From an optimization exercise on the open Yosys and OpenROAD flow, aimed at small area and a short achievable clock period; shortcuts taken in it are not production practice. The RTL was checked by simulation tests, not by an equivalence proof against the original design. Power and IR drop assume default switching activity.

==> run Z: inputs <==
Design conv_top, start of the top module:
module conv_top (
	input  logic    clk,
	input  logic    rst_n,
	input  logic    filter_valid,
	input  logic    image_valid,
	input  conv_pkg::sample_t in_data,
	output logic    out_valid,
	output conv_pkg::result_t out_data
);
	localparam int COL_LAT = 3;
	localparam int ROW_LAT = 2;
	logic [conv_pkg::TAPS-1:0][1:0] bt_one, bt_two, bt_neg;
	conv_pkg::sample_t [conv_pkg::TAPS-1:0] col_taps;
	logic       res_flag;
	conv_pkg::sample_t [conv_pkg::TAPS-1:0] col_pix;
	conv_pkg::sample_t [conv_pkg::TAPS-1:0] col_pix_d;
	conv_pkg::col_sum_t cs;
	logic [COL_LAT+ROW_LAT-1:0] res_pipe;
	filter_tap_loader u_filter_tap_loader (
		.clk          (clk),
		.filter_valid (filter_valid),
		.in_data      (in_data),
		.bt_one       (bt_one),
		.bt_two       (bt_two),
		.bt_neg       (bt_neg),
		.col_taps     (col_taps)
	);
	row_result_store u_row_result_store (
		.clk         (clk),
		.rst_n       (rst_n),
		.image_valid (image_valid),
		.in_data     (in_data),
		.res_flag    (res_flag),
  ...
clock: 4.5 ns
lec_check: 0
abc_clock_period_in_ps: 2050
cap_margin: 20
core_margin: 2
core_utilization: 40
cts_buf_list: sky130_fd_sc_hd__clkbuf_16
cts_cluster_diameter: 150
cts_cluster_size: 25
setup_slack_margin: 2.6
slew_margin: 20
synth_hierarchical: 1
run.sh (not shown) runs the stock make flow with config.mk's settings and CLKGATE_MAP_FILE= SYNTH_SCRIPT=/design/flow/synth_recipe.tcl, a recipe that flattens the netlist after the stock synthesis.
==> inputs of run Y, as changes to run Z <==
--- a/flow/config.mk
+++ b/flow/config.mk
@@ -13,5 +13,5 @@
 export CTS_CLUSTER_DIAMETER = 150
 export CTS_CLUSTER_SIZE = 25
-export SETUP_SLACK_MARGIN = 2.6
+export SETUP_SLACK_MARGIN = 2.75
 export SLEW_MARGIN = 20
 export SYNTH_HIERARCHICAL = 1
==> inputs of run C, as changes to run Z <==
--- a/flow/config.mk
+++ b/flow/config.mk
@@ -9,9 +9,9 @@
 export CAP_MARGIN = 20
 export CORE_MARGIN = 2
-export CORE_UTILIZATION = 40
+export CORE_UTILIZATION = 30
 export CTS_BUF_LIST = sky130_fd_sc_hd__clkbuf_16
 export CTS_CLUSTER_DIAMETER = 150
 export CTS_CLUSTER_SIZE = 25
-export SETUP_SLACK_MARGIN = 2.6
+export SETUP_SLACK_MARGIN = 2.55
 export SLEW_MARGIN = 20
 export SYNTH_HIERARCHICAL = 1
==> summary.txt <==
Run Z passed the timing, design-rule and antenna checks. Run Y passed the timing, design-rule and antenna checks. Run C completed without violations. Against run Y, the register-to-register slack of run Z is higher by 0.06 ns. The lowest global-route usage belongs to run C, the highest to run Y. Flip-flop and latch count is the same in run Y and run C. Routed wire length: run Y > run Z > run C. In clock power, run Z and run C hardly differ. Combinational power: run Z is higher than run C (about 8%). The lowest utilization belongs to run C, the highest to run Y. Against run Z, the critical path depth of run Y is higher by 2. Against run Z, the clock skew of run C is higher by 0.0020 ns.
==> figures <==
| item | run C | run Y | run Z |
|---|---|---|---|
| Met2 Resource Use GR | 0.173 | 0.255 | 0.255 |
| Worst r2r dst | u_horizontal_filter.rt_s1[8]$_DFF_P_ | u_vertical_filter.ct_s1[7]$_DFF_P_ | u_horizontal_filter.rt_s2[6]$_DFF_P_ |
| Fraction of final layout cells with drive strength greater than 1 | 0.130 | 0.295 | 0.180 |
| Largest net degree at the start of global routing | 77 | 80 | 70 |
| Met2 WL | 14200 um | 16100 um | 15700 um |
| Switching portion of total power | 0.357 | 0.364 | 0.360 |
| Routed WL per cell | 15.8 um | 18.2 um | 18.0 um |
| Met1 capacity usage during global routing | 0.143 | 0.198 | 0.190 |
| Critical path endpoint | out_valid | u_vertical_filter.ct_s1[7]$_DFF_P_ | out_valid |
| Endpoint required time on the critical path | 3.60 ns | 5.01 ns | 3.60 ns |
| Worst slew slack as a fraction of its limit | 0.435 | 0.543 | 0.436 |
| Depth of the critical timing path with buffers and inverters included | 1 | 3 | 1 |
| Sequential share of power | 0.420 | 0.391 | 0.406 |
| Combinational cell power | 0.00613 W | 0.00729 W | 0.00664 W |
| Crit path launch | res_pipe[4]$_DFF_PN0_ | u_vertical_filter.ct_s0[20]$_DFF_P_ | res_pipe[4]$_DFF_PN0_ |
| Via-per-instance ratio | 4.35 | 4.94 | 4.90 |
| Minimum clock period | 1.97 ns | 1.97 ns | 1.97 ns |
| Run status | no timing/DRC/antenna violations | no timing/DRC/antenna violations | no timing/DRC/antenna violations |
| Area growth from synthesis to final layout | 10.7% | 16.6% | 11.5% |

---

==> inputs of run a <==
Another version of the RTL of conv_top (not shown whole).
Settings: LEC_CHECK=0, ABC_CLOCK_PERIOD_IN_PS=2300, CAP_MARGIN=20, CORE_MARGIN=2, CORE_UTILIZATION=40, CTS_BUF_LIST=sky130_fd_sc_hd__clkbuf_16, CTS_CLUSTER_DIAMETER=150, CTS_CLUSTER_SIZE=25, SETUP_SLACK_MARGIN=2.2, SLEW_MARGIN=20, SYNTH_HIERARCHICAL=1; clock period 4.5 ns.
==> inputs of run b, as changes to run a <==
==> flow/config.mk (replaced) <==
export PLATFORM = sky130hd
export DESIGN_NAME = conv_top
export DESIGN_NICKNAME = conv_top
export VERILOG_FILES = /design/flow/design.v
export SDC_FILE = /design/flow/constraint.sdc
export NUM_CORES = 4
export LEC_CHECK = 0
export ABC_CLOCK_PERIOD_IN_PS = 2150
export CAP_MARGIN = 20
export CORE_MARGIN = 2
export CORE_UTILIZATION = 40
export CTS_BUF_LIST = sky130_fd_sc_hd__clkbuf_16
export CTS_CLUSTER_DIAMETER = 150
export CTS_CLUSTER_SIZE = 25
export SETUP_SLACK_MARGIN = 2.35
export SLEW_MARGIN = 20
export SYNTH_HIERARCHICAL = 1
==> inputs of run c, as changes to run a <==
--- a/flow/config.mk
+++ b/flow/config.mk
@@ -5,6 +5,7 @@
 export SDC_FILE = /design/flow/constraint.sdc
 export NUM_CORES = 4
 export LEC_CHECK = 0
+export ABC_AREA = 1
 export ABC_CLOCK_PERIOD_IN_PS = 2300
 export CAP_MARGIN = 20
 export CORE_MARGIN = 2
==> impl_summary.log <==
INFO  metric ir_worst_vdd = 373 uV
INFO  metric worst_path_largest_cell_delay = 0.63 ns
INFO  metric floorplan_die_area = 48900 um2
INFO  metric rsz0062_at_grt = false
INFO  metric fillCellCount = 4260
INFO  metric layout.cells.most_common_list = sky130_fd_sc_hd__nand2_1, sky130_fd_sc_hd__inv_1, sky130_fd_sc_hd__dfxtp_1
INFO  metric power.clock.fraction = 12.9%
INFO  metric drt-pass1-iter-count = 5
INFO  metric drive_above_1_share = 4.86%
INFO  metric crit_cells = 4
INFO  metric fin_crit_sh = 48.4%
INFO  metric switching_fraction_of_total_power = 40.3%
INFO  metric ff2ff_path_depth = 10
INFO  metric placedCellCount = 2293
INFO  metric multi_input_area_share = 36.7%
INFO  metric met2_usage_grt = 25.5%
INFO  metric outcome = no timing/DRC/antenna violations
INFO  metric layout.core_utilization = 44.1%
That was run c.
==> impl_summary.log <==
INFO  metric p_total = 16200 uW
INFO  metric rsz0062_at_grt = true
INFO  metric switching_fraction_of_total_power = 37.3%
INFO  metric met2_usage_grt = 24.2%
INFO  metric layout.cells.most_common_list = sky130_fd_sc_hd__dfxtp_1, sky130_fd_sc_hd__nand2_1, sky130_fd_sc_hd__edfxtp_1
INFO  metric clkSlewWorstSetupHoldPaths = 0.10 ns
INFO  metric worst_path_largest_cell_delay = 0.57 ns
INFO  metric multi_input_area_share = 39.3%
INFO  metric placedCellCount = 1778
INFO  metric power.clock.fraction = 12.2%
INFO  metric mappedNetlistNets = 1450
INFO  metric outcome = no timing/DRC/antenna violations
INFO  metric crit_cells = 8
INFO  metric ir_worst_vdd = 445 uV
INFO  metric floorplan_die_area = 46200 um2
INFO  metric drt-pass1-iter-count = 5
INFO  metric layout.core_utilization = 45.9%
INFO  metric ff2ff_path_depth = 8
INFO  metric drive_above_1_share = 18.0%
INFO  metric area_share_clock_buf_inv = 2.83%
That was run b.
==> impl_summary.log <==
INFO  metric outcome = no timing/DRC/antenna violations
INFO  metric switching_fraction_of_total_power = 37.2%
INFO  metric floorplan_die_area = 46200 um2
INFO  metric layout.core_utilization = 44.8%
INFO  metric rsz0062_at_grt = true
INFO  metric multi_input_area_share = 38.6%
INFO  metric drive_above_1_share = 9.58%
INFO  metric die-width = 215 um
INFO  metric met2_usage_grt = 24.9%
INFO  metric placedCellCount = 1777
INFO  metric ir_worst_vdd = 435 uV
INFO  metric fillCellCount = 3902
INFO  metric crit_cells = 8
INFO  metric ff2ff_path_depth = 8
INFO  metric critical_path.cell_chain = xor2_2, a22o_1, ha_2, nand2_1, a21oi_2, a211oi_2, mux2_1, a311o_1
INFO  metric commonest_non_fill_non_tap_cell_in_the_layout = sky130_fd_sc_hd__dfxtp_1
That was run a.

---

==> inputs of branch nickel <==
conv_top, a different RTL version from the one above (not shown whole).
clock: 4.5 ns
lec_check: 0
abc_clock_period_in_ps: 2100
cap_margin: 20
core_margin: 2
core_utilization: 40
cts_buf_list: sky130_fd_sc_hd__clkbuf_16
cts_cluster_diameter: 150
cts_cluster_size: 25
setup_slack_margin: 2.4
slew_margin: 20
synth_hierarchical: 1
==> branch onyx (differences from branch nickel) <==
--- a/flow/config.mk
+++ b/flow/config.mk
@@ -7,3 +7,3 @@
 export LEC_CHECK = 0
-export ABC_CLOCK_PERIOD_IN_PS = 2100
+export ABC_CLOCK_PERIOD_IN_PS = 2050
 export CAP_MARGIN = 20
@@ -14,3 +14,3 @@
 export CTS_CLUSTER_SIZE = 25
-export SETUP_SLACK_MARGIN = 2.4
+export SETUP_SLACK_MARGIN = 2.45
 export SLEW_MARGIN = 20
==> comparison <==
- Synthesized area is the same in branch nickel and branch onyx.
- Sequential power is about the same in branch onyx and branch nickel.
- Branch onyx produced a clean layout. Branch nickel finished with timing, DRC and antenna clean.
- Of branch onyx and branch nickel, branch nickel has the higher sequential share of layout area (gap 0.46 points).
- Between branch nickel and branch onyx, the lower setup slack is in branch nickel (gap 0.0033 ns).
- In register-to-register slack, branch onyx and branch nickel hardly differ.
- Between branch onyx and branch nickel, the lower non-clock buffer count is in branch nickel (gap 6).
- Utilization: branch onyx is higher than branch nickel (0.39 points).
- Between branch nickel and branch onyx, the lower worst hold slack is in branch nickel (gap 0.0062 ns).
- Routed wire length: branch nickel is smaller than branch onyx (about 0.44%).

[static timing again, ports no longer ideal]
In the flow no input, the clock included, has a driving cell. The finished layouts below were timed again as built, in two steps.
Step 1: set_driving_cell puts a clkbuf_16 on clk and a buf_2 on each other input, an assumption about the parent block.
Step 2 also shifts input and output timing later by t, the mid clock arrival at the registers, as if the neighbouring blocks saw the same clock.
Three values: ideal, step 1, step 2; two values: the first two.
| run | t, ns | setup WS [ns] | worst setup path at the end | clock arrival spread, ns | worst data-port slew with drivers (ns) |
|---|---|---|---|---|---|
| run Z of note 1 | 0.595 | 2.532 / 2.480 / 2.043 | input to register | 0.038 / 0.038 | 0.03 |
| run Y of note 1 | 0.598 | 2.535 / 2.490 / 2.081 | input to register | 0.034 / 0.034 | 0.04 |
| run C of note 1 | 0.599 | 2.532 / 2.481 / 2.032 | input to register | 0.038 / 0.039 | 0.03 |
| run a of note 2 | 0.595 | 2.241 / 2.241 / 1.753 | input to register | 0.025 / 0.025 | 0.03 |
| run b of note 2 | 0.593 | 2.280 / 2.280 / 1.845 | input to register | 0.025 / 0.025 | 0.03 |
| run c of note 2 | 0.596 | 2.321 / 2.322 / 1.756 | input to register | 0.014 / 0.014 | 0.03 |
| branch nickel | 0.584 | 2.453 / 2.424 / 2.209 | input to register | 0.030 / 0.030 | 0.03 |
| branch onyx | 0.585 | 2.456 / 2.446 / 2.259 | input to register | 0.016 / 0.016 | 0.03 |
After both steps setup and hold are still met in every run listed. For run c of note 2, which loses most, drivers alone change the setup slack by +0.001 ns; drivers and shift together by -0.565 ns.
